This design comes from an exercise in tuning for a short achievable clock period and few clock cycles on the open sky130 flow, not from production work. Function was not checked in any run shown here: the RTL went through the layout flow alone. No activity file was given, so power comes from the tool's default toggle rates.

--- design.v ---
package mips_pkg;
    typedef logic [32-1:0] word_t;
    typedef logic [8-1:0] pc_t;
    typedef logic [4:0] reg_addr_t;
    typedef logic [15:0] imm_t;
    typedef enum logic [5:0] {
        OP_RTYPE = 6'b000000,
        OP_J     = 6'b000010,
        OP_BEQ   = 6'b000100,
        OP_BNE   = 6'b000101,
        OP_ADDI  = 6'b001000,
        OP_SLTI  = 6'b001010,
        OP_ANDI  = 6'b001100,
        OP_ORI   = 6'b001101,
        OP_LUI   = 6'b001111,
        OP_LW    = 6'b100011,
        OP_SW    = 6'b101011
    } opcode_e;
    typedef enum logic [5:0] {
        FN_ADD = 6'b100000,
        FN_SUB = 6'b100010,
        FN_AND = 6'b100100,
        FN_OR  = 6'b100101,
        FN_NOR = 6'b100111,
        FN_SLT = 6'b101010
    } funct_e;
    typedef enum logic [2:0] {
        ALU_ADD, ALU_SUB, ALU_AND, ALU_OR, ALU_NOR, ALU_SLT, ALU_LUI
    } alu_op_e;
    typedef enum logic {
        FETCH_IDLE, FETCH_BUSY
    } fetch_state_e;
endpackage
`timescale 1ns/1ns
module mips_core (
    input  logic                                clk,
    input  logic                                reset,
    input  logic                                run,
    input  logic                                imem_we,
    input  logic [$clog2(64)-1:0] imem_addr,
    input  mips_pkg::word_t                     imem_wdata,
    output logic                                retire,
    output mips_pkg::pc_t                       retire_pc,
    output logic                                wb_en,
    output mips_pkg::reg_addr_t                 wb_reg,
    output mips_pkg::word_t                     wb_data,
    output logic                                overflow,
    output logic                                store_en,
    output mips_pkg::word_t                     store_addr,
    output mips_pkg::word_t                     store_data
);
    logic        reset_q, run_q, we_q;
    logic [5:0]  wa_q;
    logic [31:0] wd_q;
    always_ff @(posedge clk)
    begin
        reset_q <= reset;
        run_q   <= run && !reset;
        we_q    <= imem_we;
        wa_q    <= imem_addr;
        wd_q    <= imem_wdata;
    end
    logic [31:0] imem   [64];
    logic [5:0]  pd_tgt [64];    
    logic        pd_red [64];    
    logic [5:0]  w_op;
    logic        w_j, w_br, w_back, w_same, w_red;
    logic [5:0]  w_tgt;
    assign w_op   = wd_q[31:26];
    assign w_j    = (w_op == 6'h02);
    assign w_br   = (w_op == 6'h04) || (w_op == 6'h05);
    assign w_back = wd_q[15];
    assign w_same = (wd_q[25:21] == wd_q[20:16]);
    assign w_tgt  = w_j ? wd_q[5:0] : (wa_q + 6'd1 + wd_q[5:0]);
    assign w_red  = w_j || (w_br && (w_same ? !w_op[0] : (w_back || w_op[0])));
    always_ff @(posedge clk)
    begin
        if (we_q)
        begin
            imem[wa_q]   <= wd_q;
            pd_tgt[wa_q] <= w_tgt;
            pd_red[wa_q] <= w_red;
        end
    end
    logic [5:0]  pc_f;
    logic        v_d, pred_d;
    logic [31:0] ins_d;
    logic [5:0]  pc_d, alt_d;
    logic        v_e, pred_e;
    logic [5:0]  pc_e, alt_e;
    logic [31:0] a_e, b_e, t_e;
    logic        fa_e, fb_e, ft_e;
    logic        rw_e, ld_e, st_e, beq_e, bne_e, ovf_e, sub_e;
    logic [2:0]  sel_e;
    logic [4:0]  dst_e;
    localparam logic [2:0] SEL_SUM = 3'd0, SEL_AND = 3'd1, SEL_OR = 3'd2, SEL_NOR = 3'd3,
                           SEL_SLT = 3'd4, SEL_B = 3'd5;
    logic        mispredict, issue, fetch_ok;
    logic [31:0] ins_f;
    logic [5:0]  tgt_f, pc_f1, next_f, alt_f;
    logic        red_f, whit;
    assign ins_f  = imem[pc_f];
    assign tgt_f  = pd_tgt[pc_f];
    assign red_f  = pd_red[pc_f];
    assign pc_f1  = pc_f + 6'd1;
    assign next_f = red_f ? tgt_f : pc_f1;
    assign alt_f  = red_f ? pc_f1 : tgt_f;
    assign whit   = we_q && (wa_q == pc_f);      
    assign issue    = v_d && run_q;
    assign fetch_ok = !whit && (!v_d || run_q);
    always_ff @(posedge clk)
    begin
        if (reset)
            pc_f <= '0;
        else if (mispredict)
            pc_f <= alt_e;
        else if (fetch_ok)
            pc_f <= next_f;
    end
    always_ff @(posedge clk)
    begin
        if (reset || mispredict)
            v_d <= 1'b0;
        else if (fetch_ok)
            v_d <= 1'b1;
        else if (issue)
            v_d <= 1'b0;
    end
    always_ff @(posedge clk)
    begin
        if (fetch_ok)
        begin
            ins_d  <= ins_f;
            pc_d   <= pc_f;
            alt_d  <= alt_f;
            pred_d <= red_f;
        end
    end
    logic [31:0] rf [1:31];
    logic [5:0]  op, fn;
    logic [4:0]  rs, rt, rd;
    logic [15:0] imm;
    logic [31:0] rs_v, rt_v, rs_rf, rt_rf, imm_v;
    logic        d_rw, d_ld, d_st, d_beq, d_bne, d_ovf, d_sub, d_imm, d_ze, d_lui;
    logic [2:0]  d_sel;
    logic [4:0]  d_dst;
    assign op  = ins_d[31:26];
    assign fn  = ins_d[5:0];
    assign rs  = ins_d[25:21];
    assign rt  = ins_d[20:16];
    assign rd  = ins_d[15:11];
    assign imm = ins_d[15:0];
    always_comb
    begin
        d_sel = SEL_SUM;
        {d_rw, d_ld, d_st, d_beq, d_bne, d_ovf, d_sub, d_imm, d_ze, d_lui} = '0;
        d_dst = rt;
        case (op)
            6'h00:
            begin
                d_dst = rd;
                d_rw  = 1'b1;
                case (fn)
                    6'h20: d_ovf = 1'b1;
                    6'h22: {d_ovf, d_sub} = 2'b11;
                    6'h24: d_sel = SEL_AND;
                    6'h25: d_sel = SEL_OR;
                    6'h27: d_sel = SEL_NOR;
                    6'h2a: begin d_sel = SEL_SLT; d_sub = 1'b1; end
                    default: d_rw = 1'b0;
                endcase
            end
            6'h08: {d_imm, d_rw, d_ovf} = 3'b111;
            6'h0a: begin d_sel = SEL_SLT; {d_imm, d_rw, d_sub} = 3'b111; end
            6'h0c: begin d_sel = SEL_AND; {d_imm, d_rw, d_ze} = 3'b111; end
            6'h0d: begin d_sel = SEL_OR; {d_imm, d_rw, d_ze} = 3'b111; end
            6'h0f: begin d_sel = SEL_B; {d_imm, d_rw, d_lui} = 3'b111; end
            6'h23: {d_imm, d_rw, d_ld} = 3'b111;
            6'h2b: {d_imm, d_st} = 2'b11;
            6'h04: d_beq = 1'b1;
            6'h05: d_bne = 1'b1;
            default: ;
        endcase
        if (d_dst == 5'd0)
            d_rw = 1'b0;
    end
    assign imm_v = d_lui ? {imm, 16'b0} : d_ze ? {16'b0, imm} : {{16{imm[15]}}, imm};
    assign rs_rf = (rs == 5'd0) ? '0 : rf[rs];
    assign rt_rf = (rt == 5'd0) ? '0 : rf[rt];
    assign rs_v  = (wb_en && wb_reg == rs) ? wb_data : rs_rf;
    assign rt_v  = (wb_en && wb_reg == rt) ? wb_data : rt_rf;
    always_ff @(posedge clk)
    begin
        if (reset || mispredict)
            v_e <= 1'b0;
        else
            v_e <= issue;
    end
    always_ff @(posedge clk)
    begin
        if (issue)
        begin
            pc_e   <= pc_d;
            alt_e  <= alt_d;
            pred_e <= pred_d;
            a_e    <= rs_v;
            b_e    <= d_imm ? imm_v : rt_v;
            t_e    <= rt_v;
            fa_e   <= v_e && rw_e && (dst_e == rs);
            fb_e   <= v_e && rw_e && (dst_e == rt) && !d_imm;
            ft_e   <= v_e && rw_e && (dst_e == rt);
            {rw_e, ld_e, st_e, beq_e, bne_e, ovf_e, sub_e} <=
                {d_rw, d_ld, d_st, d_beq, d_bne, d_ovf, d_sub};
            sel_e  <= d_sel;
            dst_e  <= d_dst;
        end
    end
    logic [31:0] dmem [64];
    logic [31:0] a, b, t, bx, sum, res, ld_v;
    logic [7:0]  ea;
    logic        slt, eq, taken, ovf;
    assign a   = fa_e ? wb_data : a_e;
    assign b   = fb_e ? wb_data : b_e;
    assign t   = ft_e ? wb_data : t_e;
    assign bx  = sub_e ? ~b : b;
    assign sum = a + bx + {31'b0, sub_e};
    assign ovf = (a[31] == bx[31]) && (sum[31] != a[31]);
    assign slt = (a[31] != b[31]) ? a[31] : sum[31];
    assign ea  = a[7:0] + b[7:0];
    assign ld_v = dmem[ea[7:2]];
    assign eq  = (a == t);
    assign taken = (beq_e && eq) || (bne_e && !eq);
    assign mispredict = v_e && (beq_e || bne_e) && (taken != pred_e);
    always_comb
    begin
        case (sel_e)
            SEL_AND: res = a & b;
            SEL_OR:  res = a | b;
            SEL_NOR: res = ~(a | b);
            SEL_SLT: res = {31'b0, slt};
            SEL_B:   res = b;
            default: res = ld_e ? ld_v : sum;
        endcase
    end
    always_ff @(posedge clk)
    begin
        if (v_e && st_e)
            dmem[ea[7:2]] <= t;
    end
    always_ff @(posedge clk)
    begin
        if (reset)
            {retire, wb_en, overflow, store_en} <= 4'b0000;
        else
        begin
            retire   <= v_e;
            wb_en    <= v_e && rw_e;
            overflow <= v_e && ovf_e && ovf;
            store_en <= v_e && st_e;
        end
    end
    always_ff @(posedge clk)
    begin
        retire_pc  <= {pc_e, 2'b00};
        wb_reg     <= dst_e;
        wb_data    <= res;
        store_addr <= sum;
        store_data <= t;
    end
    always_ff @(posedge clk)
    begin
        if (reset_q)
        begin
            for (int i = 1; i < 32; i++)
                rf[i] <= '0;
        end
        else if (wb_en)
            rf[wb_reg] <= wb_data;
    end
endmodule
--- run.sh ---
#!/bin/bash
# synth_recipe.tcl (not shown) runs the flow's synth.tcl, then flattens the netlist and writes it again
# the make line also repeats each setting of config.mk as NAME=value (left out here)
make -C /OpenROAD-flow-scripts/flow DESIGN_CONFIG=/design/flow/config.mk WORK_HOME=/design/flow/orfs CLKGATE_MAP_FILE= SYNTH_SCRIPT=/design/flow/synth_recipe.tcl finish
--- config.mk ---
export PLATFORM = sky130hd
export DESIGN_NAME = mips_core
export DESIGN_NICKNAME = mips_core
export VERILOG_FILES = /design/flow/design.v
export SDC_FILE = /design/flow/constraint.sdc
export NUM_CORES = 4
export LEC_CHECK = 0
export CAP_MARGIN = 20
export CORE_MARGIN = 2
export CORE_UTILIZATION = 40
export SLEW_MARGIN = 20
--- constraint.sdc ---
create_clock -name core_clock -period 12.0 [get_ports {clk}]
set_input_delay 2.4000 -clock core_clock [delete_from_list [all_inputs] [get_ports {clk}]]
set_output_delay 2.4000 -clock core_clock [all_outputs]
set_load 0.01 [all_outputs]
==> summary.txt, run 1 <==
peak supply drop = 0.565 mV
crit path DAT = 8.07 ns
CTS Buffer Depth = 4
Pleak = 90.3 nW
vias per cell = 6.03
Post-synth EDFFs = 5740
Critical Path End Type = flop
DRT iter0 DRCs = 17725
critical path class = flop to flop
worst hold path class = flop to flop
async set-reset flop share out of synthesis = 0%
Ports = 155
Post-Syn Area = 0.245 mm^2
Post-Synth Simple-Gate Area = 4.83%
sequential share of power = 35.5%
setup TNS = 0 ns
mux contribution to synthesized area = 16.9%
Synth Instances = 13468
Critical R2R Launch = fb_e
Primary FF master, synth = edfxtp_1
switching pwr = 25.9 mW
crit path max fanout = 116
postcts setup bufs = 0
die area = 0.618 mm^2
Worst-path clk slew = 0.06 ns
CTS sink count = 5906
Worst path slowest cell = nor3_1
multi-input logic area = 0.0661 mm^2
Synth top area share = 70.4%
worst hold stages = 0
Worst EP required = 13.00 ns
final HPWL from detailed placement = 411000 um
Power Internal = 43.8 mW
Die Wd = 786 um
final period utilization = 59.0%
r2r endpoint = wb_data[0]
Via Count = 134776
final WL = 758000 um
Post-Synth XOR/XNOR Area = 0.621%
Starting Density = 40.1%
core area = 0.610 mm^2
power density over the cells = 252 mW/mm^2
Reg2Reg Setup Slack = 4.92 ns
row count = 287
clock power share = 26.5%
reg2reg path depth = 15
share of layout cells above drive strength 1 = 20.9%
Most common cell on crit path = buf_12
Detail Route Antenna Nets = 0
TritonRoute pass-1 iters = 6
Clock Latency Late Sink = 1.13 ns
CTS root buf = clkbuf_16
PortBufs = 152
MaxCap Viol Count = 0
chip height = 786 um
CP startpoint = fb_e
Sequential cell area = 0.176 mm^2
area leader, netlist = edfxtp_1
FMAX = 0.141 GHz
Setup Skew = 0.123 ns
Syn-to-layout area delta = 13.1%
# fillers = 51574
gr ovfl total = 0
final net count = 13812
Avg WL per Cell = 33.9 um
Num CTS Buffers = 617
status = complete, no violations
combinational share of power = 38.0%
synth warn = 1
sw frac = 37.2%
Worst setup endpoint = wb_data[0]
most area-consuming cells after synthesis = edfxtp_1 (70%), mux4_2 (12%), mux2i_1 (4.6%), and2_1 (2.5%), dfxtp_1 (1.4%)
Total GRT Usage = 23.9%
antenna violations before repair = 81
largest net degree at the start of global routing = 133
min Tclk post-route = 7.08 ns
unrepaired setup endpoints after global routing = no
largest family of logic cells by synthesized area = multiplexers
Worst path max stage delay = 0.74 ns
Worst-Margin Slew = 1.27 ns
Worst setup SP type = flop
vias in the first global route = 131208
Final setup viols = 0
post-synthesis cell type count = 90
Syn Area/Cell = 18.2 um^2
Synth Area in Adders = 0.282%
crit path cell chain = buf_4 > mux2i_1 > ha_1 > a21o_1 > a31oi_4 > xnor2_1 > nand2_4 > buf_12 > buf_12 > o22ai_1 > o21ai_0 > nand3_1 > nor3_1 > a21oi_1 > a41o_1
WHS = 0.338 ns
Compound-Gate Fraction of Synth Area = 3.78%
detailed-route DRC error count = 0
Seq cells post-synth = 5906
# hold bufs at CTS = 0
post-synthesis sequential area ratio = 71.8%
CTS resizes = 0
Pins Over Slew Limit = 0
first-pass GRT wire length = 1040000 um
H-tree depth = 6
RePlAce Congestion = 0.875
TritonCTS clock tree = built
slew margin rel. = 14.5%
Fin. Hold Viols = 0
## cell families after synthesis
logic type                 Yosys count
and+or+nand+nor                   2248
AOI/OAI and AO/OA                 1534
other                                1
adders and majority gates           54
xor gates and xnor gates           169
muxes                             2524
buffers and inverters             1032
DFF                               5906
## routing by layer
layer | track usage, % | part of all wire, % | up-vias
met2 | 37.4 | 46 | 7320
met3 | 4.92 | 10 | 1380
met5 | 0 | 0.0086 | -
met1 | 33.4 | 40 | 71543
li1 | - | - | 54523
met4 | 8.49 | 4.0 | 10
## power by group through the flow
| stage | clock network, mW | registers [mW] | logic, mW |
|---|---|---|---|
| 3_3_place_gp | 0 | 25.1 | 26.0 |
| 4_1_cts | 18.7 | 24.7 | 26.1 |
| 6_report | 18.5 | 24.7 | 26.5 |
| 3_5_place_dp | 0 | 25.2 | 26.1 |
| 5_1_grt | 19.5 | 24.8 | 27.4 |
| 2_1_floorplan | 0 | 24.8 | 16.5 |
## synth_stat cells, types with 15 or more instances
library cell	instances
edfxtp_1	5740
mux4_2	1270
mux2i_1	1133
and2_1	996
clkbuf_1	608
nand2_1	521
o21ai_0	441
o22ai_1	440
nor2_1	343
a21oi_1	332
dfxtp_1	166
buf_1	158
mux2_2	115
buf_2	108
xnor2_1	106
a22oi_1	90
buf_4	88
nor4_1	84
nor3_1	69
a221oi_1	64
xor2_1	60
inv_1	58
nand3_1	57
nand4_1	56
ha_1	52
or2_2	37
o211ai_1	35
a21o_1	29
o32ai_1	21
nand2b_1	20
nor2b_1	15
## worst max-delay path, delay by kind of cell (launching register included)
kind,cells,cell delay [ns]
adder cells (fa/ha/maj),1,0.42
multiplexers,1,0.48
buffers and inverters,3,1.64
XOR/XNOR,1,0.22
flip-flops,1,0.32
AND/OR/NAND/NOR,3,1.75
AO/OA/AOI/OAI,6,1.75
## cell type report
class	instances	area share (%)
clock buffers	827	6.02
diodes	22	0.0199
flip-flops and latches	5906	63.5
multi-input cells	6531	23.9
repair buffers	601	1.88
well taps	8092	3.66
clock inverters	300	0.961
inverters	59	0.0823
## metrics by stage
stage          total power [mW]  setup slack (ns)  cells  utilization [%]  instance area (um^2)
2_1_floorplan              41.2              6.34  13469                -                245000
3_3_place_gp               51.1              5.00  21185             42.2                257000
3_5_place_dp               51.2              5.00  21187             42.2                257000
4_1_cts                    69.6              4.98  22314             45.3                277000
5_1_grt                    71.7              4.86  22323             45.4                277000
6_report                   69.7              4.92  22338             45.4                277000
## layout by cell type, fill, tap and decap left out, types with 57 or more instances in the layout
master and count:
mux2i_1 1133, buf_4 423, dfxtp_1 103, o21ai_0 440
clkinv_2 75, a22oi_1 90, a21oi_1 329, mux4_2 1270
o22ai_1 437, xnor2_1 104, and2_1 996, nor4_1 83
clkdlybuf4s50_1 152, a221oi_1 64, clkinv_1 131, nor3_1 58
clkbuf_16 625, nor2_4 159, nand3_1 57, clkbuf_1 176
nor2_1 181, nand2_1 517, mux2_2 113, edfxtp_1 5740
xor2_1 57
## worst min-delay path by stage
stage	end	slack, ns	start
3_3_place_gp	retire_pc[7]	0.33	pc_e[5]
4_1_cts	retire_pc[6]	0.33	pc_e[4]
5_1_grt	retire_pc[6]	0.35	pc_e[4]
3_5_place_dp	retire_pc[3]	0.33	pc_e[1]
2_1_floorplan	retire_pc[2]	0.32	pc_e[0]
6_report	retire_pc[6]	0.34	pc_e[4]
==> run 2: changes to the inputs <==
--- a/design.v
+++ b/design.v
@@ -95,2 +95,3 @@
     logic [4:0]  dst_e;
+    logic [5:0]  ea_e;
     localparam logic [2:0] SEL_SUM = 3'd0, SEL_AND = 3'd1, SEL_OR = 3'd2, SEL_NOR = 3'd3,
@@ -108,4 +109,5 @@
     assign whit   = we_q && (wa_q == pc_f);      
-    assign issue    = v_d && run_q;
-    assign fetch_ok = !whit && (!v_d || run_q);
+    logic ld_haz;
+    assign issue    = v_d && run_q && !ld_haz;
+    assign fetch_ok = !whit && (!v_d || issue);
     always_ff @(posedge clk)
@@ -191,2 +193,5 @@
     assign rt_v  = (wb_en && wb_reg == rt) ? wb_data : rt_rf;
+    assign ld_haz = (d_ld || d_st) && v_e && rw_e && (dst_e == rs);
+    logic [7:0] ea_d;
+    assign ea_d  = rs_v[7:0] + imm[7:0];
     always_ff @(posedge clk)
@@ -215,2 +220,3 @@
             dst_e  <= d_dst;
+            ea_e   <= ea_d[7:2];
         end
@@ -219,3 +225,2 @@
     logic [31:0] a, b, t, bx, sum, res, ld_v;
-    logic [7:0]  ea;
     logic        slt, eq, taken, ovf;
@@ -228,4 +233,3 @@
     assign slt = (a[31] != b[31]) ? a[31] : sum[31];
-    assign ea  = a[7:0] + b[7:0];
-    assign ld_v = dmem[ea[7:2]];
+    assign ld_v = dmem[ea_e];
     assign eq  = (a == t);
@@ -247,3 +251,3 @@
         if (v_e && st_e)
-            dmem[ea[7:2]] <= t;
+            dmem[ea_e] <= t;
     end
==> flow/run.sh (new file) <==
#!/bin/bash
set -euo pipefail
bash standard.sh SETUP_SLACK_MARGIN=7.8 finish > flow_make.log 2>&1
==> standard.sh (new file) <==
#!/bin/bash
# synth_recipe.tcl (not shown) runs the flow's synth.tcl, then flattens the netlist and writes it again
# the make line also repeats each setting of config.mk as NAME=value (left out here)
make -C /OpenROAD-flow-scripts/flow DESIGN_CONFIG=/design/flow/config.mk WORK_HOME=/design/flow/orfs CLKGATE_MAP_FILE= SYNTH_SCRIPT=/design/flow/synth_recipe.tcl "${@:-finish}"
--- a/config.mk
+++ b/config.mk
@@ -7,5 +7,6 @@
 export LEC_CHECK = 0
+export ABC_CLOCK_PERIOD_IN_PS = 4000
 export CAP_MARGIN = 20
 export CORE_MARGIN = 2
-export CORE_UTILIZATION = 40
+export CORE_UTILIZATION = 55
 export SLEW_MARGIN = 20
removed: run.sh
==> summary.txt, run 2 <==
final period utilization = 35.1% (-24 points)
RePlAce Congestion = 0.924 (+5.6%)
post-synthesis sequential area ratio = 72.2% (+0.39 points)
status = complete, no violations
Post-synth EDFFs = 5746 (+0.10%)
Die Wd = 670 um (-15%)
Critical R2R Launch = ins_d[16]
Avg WL per Cell = 40.7 um (+20%)
share of layout cells above drive strength 1 = 31.8% (+11 points)
Seq cells post-synth = 5918 (+0.20%)
CP top delay family = multiplexers
TritonRoute pass-1 iters = 7 (+1)
peak supply drop = 0.248 mV (-56%)
synth warn = 1 (unchanged)
detailed-route DRC error count = 0 (unchanged)
crit path max fanout = 90 (-22%)
Via Count = 128117 (-4.9%)
Total GRT Usage = 33.6% (+9.7 points)
MaxCap Viol Count = 0 (unchanged)
Fin. Hold Viols = 0 (unchanged)
Critical Path End Type = flop
Worst path slowest cell = mux4_2
reg2reg path depth = 8 (-7)
Worst-Margin Slew = 1.20 ns (-0.0746 ns)
most area-consuming cells after synthesis = edfxtp_1 (71%), mux4_2 (19%), and2_1 (2.1%), dfxtp_1 (1.4%), clkbuf_1 (0.85%)
Setup Skew = 0.0412 ns (-0.0815 ns)
H-tree depth = 6 (unchanged)
TritonCTS clock tree = built
final WL = 759000 um (about the same)
CP Buf/Inv Count = 3 (unchanged)
worst hold stages = 0 (unchanged)
Pleak = 89.1 nW (-1.3%)
PortBufs = 152 (unchanged)
WHS Endpoint = retire_pc[3]
area post-placement = 0.254 mm^2 (-1.2%)
setup TNS = 0 ns (unchanged)
Worst-path clk slew = 0.06 ns (about the same)
first-pass GRT wire length = 1040000 um (-0.63%)
core area = 0.441 mm^2 (-28%)
Syn-to-layout area delta = 14.2%
crit path cell chain = buf_12 > buf_4 > buf_12 > mux4_2 > mux4_2 > mux2i_1 > o21ai_0 > o21a_1
most common cell after layout, fill and taps aside = edfxtp_1
Worst setup SP type = flop
Worst EP required = 12.80 ns (-0.20 ns)
r2r endpoint = b_e[1]
vias in the first global route = 128234 (-2.3%)
Detail Route Antenna Nets = 0 (unchanged)
FMAX = 0.238 GHz (+68%)
gr ovfl total = 0 (unchanged)
antenna violations before repair = 53 (-35%)
dpl ws = 6.66 ns (+1.66 ns)
slew margin rel. = 19.6% (+5.0 points)
post-synthesis cell type count = 74 (-18%)
Synth Instances = 11652 (-13%)
Clock Latency Late Sink = 1.08 ns (-0.05 ns)
Final Cell Area = 0.278 mm^2 (+0.60%)
top cells by count, synth = edfxtp_1 (5746), mux4_2 (2077), and2_1 (813), clkbuf_1 (553), nor2_1 (274)
DRT iter0 DRCs = 18520 (+4.5%)
largest net degree at the start of global routing = 143 (+7.5%)
Syn Area/Cell = 20.9 um^2 (+15%)
Post-Syn Area = 0.244 mm^2 (-0.36%)
die area = 0.449 mm^2 (-27%)
Primary FF master, synth = edfxtp_1
Hold Crit Start = pc_e[1]
most common cell in the netlist = edfxtp_1
Num CTS Buffers = 619 (+0.32%)
async set-reset flop share out of synthesis = 0% (unchanged)
Starting Density = 55.2% (+15 points)
final HPWL from detailed placement = 401000 um (-2.3%)
Reg2Reg Setup Slack = 7.79 ns (+2.87 ns)
final net count = 12291 (-11%)
row count = 244 (-15%)
CTS sink count = 5918 (+0.20%)
power density over the cells = 236 mW/mm^2 (-6.3%)
Synth top area share = 70.8% (+0.33 points)
most frequent cells in the layout = edfxtp_1 (5746), mux4_2 (2077), and2_1 (813)
area leader, netlist = edfxtp_1
Ports = 155 (unchanged)
chip height = 670 um (-15%)
CTS root buf = clkbuf_16
vias per cell = 6.87 (+14%)
CTS Buffer Depth = 4 (unchanged)
unrepaired setup endpoints after global routing = yes
Final setup viols = 0 (unchanged)
Pins Over Slew Limit = 0 (unchanged)
Worst path max stage delay = 0.61 ns (-0.13 ns)
worst hold path class = flop to flop
min Tclk post-route = 4.21 ns (-2.87 ns)
critical path class = flop to flop
crit path DAT = 5.01 ns (-3.06 ns)
Setup WS post-layout = 7.79 ns (+2.87 ns)
==> run 2: worst max path at each step <==
stage                     slack [ns]      start     endpoint  depth (start not counted)
after global routing            7.69       fb_e   wb_data[0]                         14
after floorplan                 7.81  ins_d[21]         flop                         15
after global placement          6.59       flop  wb_data[17]                          9
after CTS                       7.78       flop  wb_data[17]                          9
final                           7.79  ins_d[16]       b_e[1]                          8
after detailed placement        6.66       flop  wb_data[17]                          9
==> run 2: area by class of cell <==
type | count | area (um^2)
Fill cell | 30402 | 163000
Tap cell | 5904 | 7390
Multi-Input combinational cell | 4810 | 65800
Timing Repair Buffer | 760 | 8720
Antenna cell | 43 | 108
Sequential cell | 5918 | 176000
Clock buffer | 808 | 16800
Inverter | 94 | 368
Clock inverter | 316 | 3100
==> run 2: logic make-up after synthesis <==
| group | Yosys count | synth area share, % |
|---|---|---|
| buffers and inverters | 927 | 1.53 |
| XOR/XNOR | 175 | 0.629 |
| AND/OR/NAND/NOR | 1739 | 3.86 |
| other | 1 | 0.00154 |
| multiplexers | 2289 | 20.1 |
| adder cells (fa/ha/maj) | 46 | 0.242 |
| AO/OA/AOI/OAI | 557 | 1.48 |
| flip-flops | 5918 | 72.2 |
==> run 2: worst register-to-register path: cells and delay by family, from the launching register on <==
kind                   cells  cell delay, ns
muxes                      3            1.94
buffers and inverters      3            1.02
AOI/OAI and AO/OA          2            0.62
DFF                        1            0.37
==> run 2: routing by layer <==
metal / vias to the layer above / track usage [%] / part of all wire, %
li1: 49636 / - / -
met1: 69602 / 46.1 / 37
met2: 7408 / 53.8 / 48
met3: 1461 / 5.77 / 9.3
met4: 10 / 15.0 / 5.2
met5: - / 0 / 0.011
==> run 2: through the flow <==
| stage | hold WS [ns] | std cells | util (%) | power, mW |
|---|---|---|---|---|
| 2_1_floorplan | 0.323 | 11653 | - | 37.5 |
| 3_3_place_gp | 0.330 | 17295 | 57.5 | 44.9 |
| 3_5_place_dp | 0.329 | 17303 | 57.6 | 45.1 |
| 4_1_cts | 0.331 | 18573 | 62.9 | 65.5 |
| 5_1_grt | 0.332 | 18633 | 63.1 | 67.4 |
| 6_report | 0.331 | 18653 | 63.1 | 65.7 |
==> run 2: what timing repair did <==
item | 4_1_cts | 5_1_grt
hold buffers | 0 | 0
resized for setup | 576 | 61
setup endpoints to repair | 517 | 78
buffers inserted | 85 | 32
pin swaps | 3 | 5
gates cloned | 61 | 4
==> run 2: power breakdown <==
part | switching, mW | total (mW) | internal, mW
Combinational | 12.4 | 21.7 | 9.37
Clock | 8.01 | 18.9 | 10.9
Sequential | 0.851 | 25.0 | 24.2

## separate check: timing with driven ports
In the flow no input, the clock included, has a driving cell. The finished layouts below were timed again as built, in two steps.
Step 1: set_driving_cell puts a clkbuf_16 on clk and a buf_2 on each other input, an assumption about the parent block.
Step 2 moves the port delays by t, midway between the first and last clock arrival at a register: inputs arrive t later, outputs are due t later. That takes back most of the time a late clock gives input paths.
a / b / c = ideal / step 1 / step 2; a / b = the first two.
run | t (ns) | slack for setup (ns) | worst setup path after step 2 | worst register clock-pin slew, ns | worst data-port slew with drivers (ns)
run 1 | 1.191 | 4.921 / 4.921 / 4.921 | register to register | 0.07 / 0.07 | 0.18
run 2 | 1.183 | 7.793 / 7.721 / 7.793 | register to register | 0.07 / 0.07 | 0.09
After both steps every run listed still meets setup and hold.
